What follows belongs to an exercise in optimizing a design on an open flow for small area, a short achievable clock period and few clock cycles per item; a production flow would make more cautious choices.
In this exercise RTL edits were held to simulation tests only and were not proved equivalent to the original.

==> build 53: inputs <==
// attn_score_top
module attn_score_top (
    input  logic               clk,
    input  logic               rst_n,
    input  logic               in_valid,
    input  attn_pkg::qk_pair_s in_pair,
    input  logic               causal_en,
    input  logic               out_credit,
    output logic               in_credit,
    output logic               out_valid,
    output attn_pkg::score_s   out_score
);
export LEC_CHECK = 0
export CAP_MARGIN = 20
export CORE_MARGIN = 2
export CORE_UTILIZATION = 40
export SLEW_MARGIN = 20
export SYNTH_HIERARCHICAL = 1
export SYNTH_MINIMUM_KEEP_SIZE = 0
create_clock -name core_clock -period 135.0 [get_ports {clk}]
standard.sh (not shown) runs the stock make flow with config.mk's settings and CLKGATE_MAP_FILE= SYNTH_SCRIPT=/design/flow/synth_recipe.tcl, a recipe that flattens the netlist after the stock synthesis.
==> flow/flow/run.sh <==
#!/bin/bash
# Standard layout with one change: the input and output port buffers are
# sky130_fd_sc_hd__buf_1 instead of the flow's default buffer cell.
set -euo pipefail
export BUFFER_PORTS_ARGS="-buffer_cell sky130_fd_sc_hd__buf_1"
bash standard.sh > standard_flow.log 2>&1
==> trial 86 (differences from build 53) <==
--- a/flow/design.v
+++ b/flow/design.v
@@ -62,28 +62,40 @@
                 2'b01:   count <= count - 2'd1;
                 default: count <= count;
             endcase
         end
     end
 endmodule
 `default_nettype wire
 `default_nettype none
-module fp32_mul_unit (
+module fp32_mul_exp (
     input  logic [31:0] a,
     input  logic [31:0] b,
+    output logic        s,
+    output logic [4:0]  el,
+    output logic [3:0]  eh
+);
+    assign s  = a[31] ^ b[31];
+    assign el = {1'b0, a[26:23]} + {1'b0, b[26:23]} + 5'd1;
+    assign eh = a[30:27] + b[30:27];
+endmodule
+module fp32_mul_unit (
+    input  logic        s,
+    input  logic [4:0]  el,
+    input  logic [3:0]  eh,
+    input  logic [22:0] fa,
+    input  logic [22:0] fb,
     output logic [31:0] p
 );
     logic [24:0] m;
-    logic [24:0] m_n;
     logic [7:0]  e;
-    mant_mul i_mant (.fa(a[22:0]), .fb(b[22:0]), .hin(m_n));
-    assign m = ~m_n;
-    assign e = a[30:23] + b[30:23] + 8'd129 + {7'd0, m[24]};
-    assign p = {a[31] ^ b[31], e, m[24] ? m[23:1] : m[22:0]};
+    mant_mul i_mant (.fa(fa), .fb(fb), .hi(m));
+    assign e = {(eh + {3'd0, el[4]}) ^ 4'b1000, el[3:0]} + {7'd0, m[24]};
+    assign p = {s, e, m[24] ? m[23:1] : m[22:0]};
 endmodule
 module fp32_add_unit (
     input  logic [31:0] a,
     input  logic [31:0] b,
     output logic [31:0] r
 );
     logic [31:0] x;
     logic [22:0] yf;
@@ -96,16 +108,37 @@
     fadd_swap   u_swap (.a(a), .b(b), .x(x), .yf(yf), .d(d));
     fadd_rshift u_rsh  (.yf(yf), .d(d), .ym(ym));
     assign sub = a[31] ^ b[31];
     fadd_mant   u_mant (.xf(x[22:0]), .ym(ym), .sub(sub), .s(s));
     fadd_lzc    u_lzc  (.s(s[23:0]), .e(x[30:23]), .sh(sh));
     fadd_lshift u_lsh  (.s(s[23:0]), .sh(sh), .n(n));
     fadd_out    u_out  (.x(x), .s(s), .sub(sub), .sh(sh), .n(n), .r(r));
 endmodule
+module fp32_add_half_unit (
+    input  logic [31:0] a,
+    input  logic [31:0] b,
+    output logic [31:0] r
+);
+    logic [31:0] x;
+    logic [22:0] yf;
+    logic [7:0]  d;
+    logic [23:0] ym;
+    logic        sub;
+    logic [24:0] s;
+    logic [4:0]  sh;
+    logic [23:0] n;
+    fadd_swap   u_swap (.a(a), .b(b), .x(x), .yf(yf), .d(d));
+    fadd_rshift u_rsh  (.yf(yf), .d(d), .ym(ym));
+    assign sub = a[31] ^ b[31];
+    fadd_mant   u_mant (.xf(x[22:0]), .ym(ym), .sub(sub), .s(s));
+    fadd_lzc    u_lzc  (.s(s[23:0]), .e(x[30:23]), .sh(sh));
+    fadd_lshift u_lsh  (.s(s[23:0]), .sh(sh), .n(n));
+    fadd_out_half u_out  (.x(x), .s(s), .sub(sub), .sh(sh), .n(n), .r(r));
+endmodule
 module fadd_swap (input logic [31:0] a, input logic [31:0] b, output logic [31:0] x, output logic [22:0] yf, output logic [7:0] d);
     logic        a_big;
     logic [7:0]  ye;
     assign a_big = a[30:0] > b[30:0];
     assign x     = a_big ? a : b;
     assign yf    = a_big ? b[22:0] : a[22:0];
     assign ye    = a_big ? b[30:23] : a[30:23];
     assign d     = x[30:23] - ye;
@@ -137,45 +170,54 @@
     assign n  = s << sh;
 endmodule
 module fadd_out (input logic [31:0] x, input logic [24:0] s, input logic sub, input logic [4:0] sh, input logic [23:0] n, output logic [31:0] r);
     logic [7:0] en;
     assign en = (s[23:0] == 24'd0) ? 8'd0 : x[30:23] - {3'd0, sh};
     assign r = (s[24] && !sub) ? {x[31], x[30:23] + 8'd1, s[23:1]}
                                : {x[31], en, n[22:0]};
 endmodule
+module fadd_out_half (input logic [31:0] x, input logic [24:0] s, input logic sub, input logic [4:0] sh, input logic [23:0] n, output logic [31:0] r);
+    logic [7:0] en;
+    assign en = (s[23:0] == 24'd0) ? 8'hFF : x[30:23] + {3'b111, ~sh};
+    assign r = (s[24] && !sub) ? {x[31], x[30:23], s[23:1]}
+                               : {x[31], en, n[22:0]};
+endmodule
 module dot_stage_a (
-    input  logic [127:0] q,
-    input  logic [127:0] k,
-    output logic [31:0]  s1,
-    output logic [31:0]  p2,
-    output logic [31:0]  p3
+    input  logic [3:0]  sg,
+    input  logic [19:0] el,
+    input  logic [15:0] eh,
+    input  logic [91:0] qf,
+    input  logic [91:0] kf,
+    output logic [31:0] s1,
+    output logic [31:0] p2,
+    output logic [31:0] p3
 );
     logic [31:0] p0;
     logic [31:0] p1;
-    fp32_mul_unit i_mul0 (.a(q[31:0]),   .b(k[31:0]),   .p(p0));
-    fp32_mul_unit i_mul1 (.a(q[63:32]),  .b(k[63:32]),  .p(p1));
-    fp32_mul_unit i_mul2 (.a(q[95:64]),  .b(k[95:64]),  .p(p2));
-    fp32_mul_unit i_mul3 (.a(q[127:96]), .b(k[127:96]), .p(p3));
+    fp32_mul_unit i_mul0 (.s(sg[0]), .el(el[4:0]), .eh(eh[3:0]),   .fa(qf[22:0]),  .fb(kf[22:0]),  .p(p0));
+    fp32_mul_unit i_mul1 (.s(sg[1]), .el(el[9:5]), .eh(eh[7:4]),  .fa(qf[45:23]), .fb(kf[45:23]), .p(p1));
+    fp32_mul_unit i_mul2 (.s(sg[2]), .el(el[14:10]), .eh(eh[11:8]), .fa(qf[68:46]), .fb(kf[68:46]), .p(p2));
+    fp32_mul_unit i_mul3 (.s(sg[3]), .el(el[19:15]), .eh(eh[15:12]), .fa(qf[91:69]), .fb(kf[91:69]), .p(p3));
     fp32_add_unit i_add1 (.a(p0), .b(p1), .r(s1));
 endmodule
 module dot_stage_b (
     input  logic [31:0] s1,
     input  logic [31:0] p2,
     input  logic [31:0] p3,
     output logic [31:0] sum
 );
     logic [31:0] s2;
     fp32_add_unit i_add2 (.a(s1), .b(p2), .r(s2));
-    fp32_add_unit i_add3 (.a(s2), .b(p3), .r(sum));
+    fp32_add_half_unit i_add3 (.a(s2), .b(p3), .r(sum));
 endmodule
 module mant_mul (
     input  logic [22:0] fa,
     input  logic [22:0] fb,
-    output logic [24:0] hin
+    output logic [24:0] hi
 );
     logic one0;
     logic two0;
     logic neg0;
     logic un1;
     logic u2;
     logic u3;
     logic u4;
@@ -2314,20 +2356,18 @@
     csa_fa u_s1175 (.x(s1085), .y(c1002), .z(c1084), .s(s1175), .c(c1176));
     csa_fa u_s1177 (.x(s1087), .y(c1004), .z(c1086), .s(s1177), .c(c1178));
     csa_fa u_s1179 (.x(s1089), .y(c1006), .z(c1088), .s(s1179), .c(c1180));
     csa_fa u_s1181 (.x(s1091), .y(1'b1), .z(c1090), .s(s1181), .c(c1182));
     csa_fa u_s1183 (.x(un540), .y(1'b1), .z(c1092), .s(s1183), .c(c1184));
     assign r0 = {s1183, s1181, s1179, s1177, s1175, s1173, s1171, s1169, s1167, s1165, s1163, s1161, s1159, s1157, s1155, s1153, s1151, s1149, s1147, s1145, s1143, s1141, s1139, s1137, s1135, s1133, s1131, s1129, s1127, s1125, s1123, s1121, s1119, s1117, s1115, s1113, s1111, s1109, s1107, s1105, s1103, s1101, s1099, s1097, s1095, s1093, pp26, pp25};
     assign r1 = {c1182, c1180, c1178, c1176, c1174, c1172, c1170, c1168, c1166, c1164, c1162, c1160, c1158, c1156, c1154, c1152, c1150, c1148, c1146, c1144, c1142, c1140, c1138, c1136, c1134, c1132, c1130, c1128, c1126, c1124, c1122, c1120, c1118, c1116, c1114, c1112, c1110, c1108, c1106, c1104, c1102, c1100, c1098, c1096, c1094, neg1, 1'b0, neg0};
     logic        lc;
-    logic [24:0] hi;
     bk_carry23 u_lo (.a(r0[22:0]), .b(r1[22:0]), .cout(lc));
     bk_add25 u_hi (.a(r0[47:23]), .b(r1[47:23]), .cin(lc), .s(hi), .cout());
-    assign hin = ~hi;
 endmodule
 module csa_fa (
     input  logic x,
     input  logic y,
     input  logic z,
     output logic s,
     output logic c
 );
@@ -2787,17 +2827,17 @@
     input  attn_pkg::seq_idx_t row,
     input  attn_pkg::seq_idx_t col,
     input  logic               causal_en,
     output attn_pkg::score_s   score_out
 );
     logic masked;
     assign masked = causal_en && (col > row);
     assign score_out.score = masked ? attn_pkg::MASK_WORD
-                                    : {sum_in[31], sum_in[30:23] - 8'd1, sum_in[22:0]};
+                                    : sum_in;
     assign score_out.row   = row;
     assign score_out.col   = col;
 endmodule
 `default_nettype wire
 `default_nettype none
 module attn_credit_ctrl (
     input  logic clk,
     input  logic rst_n,
@@ -2830,18 +2870,24 @@
     input  logic               in_valid,
     input  attn_pkg::qk_pair_s in_pair,
     input  logic               causal_en,
     input  logic               out_credit,
     output logic               in_credit,
     output logic               out_valid,
     output attn_pkg::score_s   out_score
 );
-    logic [127:0]       q_q;
-    logic [127:0]       k_q;
+    logic [3:0]         sg_in;
+    logic [19:0]        el_in;
+    logic [15:0]        eh_in;
+    logic [3:0]         sg_q;
+    logic [19:0]        el_q;
+    logic [15:0]        eh_q;
+    logic [91:0]        qf_q;
+    logic [91:0]        kf_q;
     attn_pkg::seq_idx_t row_q;
     attn_pkg::seq_idx_t col_q;
     logic               causal_q;
     logic               valid_q;
     logic [31:0]        s1;
     logic [31:0]        p2;
     logic [31:0]        p3;
     logic [31:0]        s1_q;
@@ -2849,37 +2895,52 @@
     logic [31:0]        p3_q;
     attn_pkg::seq_idx_t row_q2;
     attn_pkg::seq_idx_t col_q2;
     logic               valid_q2;
     logic [31:0]        dot_sum;
     attn_pkg::score_s   score;
     logic               send;
     logic               avail_next;
+    for (genvar i = 0; i < 4; i++) begin : g_exp
+        fp32_mul_exp i_exp (
+            .a  (in_pair.query[i]),
+            .b  (in_pair.key[i]),
+            .s  (sg_in[i]),
+            .el (el_in[5*i +: 5]),
+            .eh (eh_in[4*i +: 4])
+        );
+    end
     always_ff @(posedge clk) begin
+        sg_q <= sg_in;
+        el_q <= el_in;
+        eh_q <= eh_in;
         for (int i = 0; i < 4; i++) begin
-            q_q[32*i +: 32] <= in_pair.query[i];
-            k_q[32*i +: 32] <= in_pair.key[i];
+            qf_q[23*i +: 23] <= in_pair.query[i][22:0];
+            kf_q[23*i +: 23] <= in_pair.key[i][22:0];
         end
         row_q    <= in_pair.row;
         col_q    <= in_pair.col;
         causal_q <= causal_en;
     end
     always_ff @(posedge clk or negedge rst_n) begin
         if (!rst_n) begin
             valid_q  <= 1'b0;
             valid_q2 <= 1'b0;
         end else begin
             valid_q  <= in_valid;
             valid_q2 <= valid_q;
         end
     end
     dot_stage_a i_dot_a (
-        .q  (q_q),
-        .k  (k_q),
+        .sg (sg_q),
+        .el (el_q),
+        .eh (eh_q),
+        .qf (qf_q),
+        .kf (kf_q),
         .s1 (s1),
         .p2 (p2),
         .p3 (p3)
     );
     always_ff @(posedge clk) begin
         s1_q   <= s1;
         p2_q   <= p2;
         p3_q   <= p3;
- CTS_CLUSTER_DIAMETER: not set -> 150
- CTS_CLUSTER_SIZE: not set -> 20
- PLACE_DENSITY: not set -> 0.72
==> trial 37 (differences from build 53) <==
- GPL_TIMING_DRIVEN: not set -> 0
==> comparison table <==
Number of antenna diodes: trial 37 1; trial 86 3; build 53 2
Final Hold Slack: trial 37 0.325 ns; trial 86 0.336 ns; build 53 0.326 ns
Number of iterations in the first detailed-routing pass: trial 37 8; trial 86 6; build 53 6
Setup slack of the most critical reg-to-reg path: trial 37 113.08 ns; trial 86 112.14 ns; build 53 111.46 ns
Full die area: trial 37 226000 um^2; trial 86 224000 um^2; build 53 226000 um^2
Share of the cycle needed by the critical path after routing: trial 37 21.0%; trial 86 20.9%; build 53 21.0%
Number of buffers created by CTS: trial 37 66; trial 86 37; build 53 68
Combined flip-flop and latch cell area: trial 37 12500 um^2; trial 86 11900 um^2; build 53 12500 um^2
Total buffers and inverters traversed by the critical path: trial 37 2; trial 86 1; build 53 1
Num sequential: trial 37 541; trial 86 509; build 53 541
Global placement routability congestion: trial 37 0.939; trial 86 0.953; build 53 0.918
Run status: trial 37 no timing/DRC/antenna violations; trial 86 no timing/DRC/antenna violations; build 53 no timing/DRC/antenna violations
R2R depth: trial 37 82; trial 86 78; build 53 79
Insertion delay to the later sink of the worst-skew pair: trial 37 0.73 ns; trial 86 0.66 ns; build 53 0.73 ns
Multi-input combinational area share: trial 37 75.4%; trial 86 77.5%; build 53 75.6%
CP max-delay cell: trial 37 dfrtp_1; trial 86 dfrtp_1; build 53 edfxtp_1
Tapcell Cnt: trial 37 2975; trial 86 2871; build 53 2975
Post-place setup slack: trial 37 107.24 ns; trial 86 106.30 ns; build 53 107.24 ns
Met3 wire length: trial 37 20600 um; trial 86 24700 um; build 53 20300 um
Max layer used: trial 37 met4; trial 86 met4; build 53 met5
Met1 Routed Length: trial 37 127000 um; trial 86 112000 um; build 53 122000 um
Detailed Place HPWL: trial 37 221000 um; trial 86 203000 um; build 53 208000 um
Testbench counts of build 53, summed over its fixed seeds: cycles 1,944, items 1,920.
Testbench counts of trial 86, summed over its fixed seeds: cycles 1,944, items 1,920.
Testbench counts of trial 37, summed over its fixed seeds: cycles 1,944, items 1,920.

==> port drivers added, routing unchanged <==
The results above use ideal ports. As a check the final layouts listed here were re-extracted and re-timed, cells and wires unchanged. Step 1 sets driving cells, clkbuf_16 on the clock port and buf_2 on the other inputs (assumed; they add their load-dependent delay and slew). Step 2 adds t to the input delays and takes it off the output delays; t is the mean of the earliest and latest rising clock arrival at the registers after step 1. Input paths then give back, and output paths get back, about the clock's delay inside the block. Three values: ideal ports, drivers, drivers and shift; two values: the first two.
run	t (ns)	setup WS [ns]	latest minus earliest clock arrival (ns)	worst slew at a driven data input, ns
build 53	0.781	106.649 / 106.566 / 107.224	0.070 / 0.070	0.05
trial 86	0.738	106.763 / 106.677 / 106.370	0.027 / 0.028	0.25
trial 37	0.785	106.644 / 106.558 / 107.228	0.054 / 0.055	0.05
After both steps setup and hold are still met in every run listed. For trial 86, which loses most, drivers alone change the setup slack by -0.086 ns; drivers and shift together by -0.393 ns.
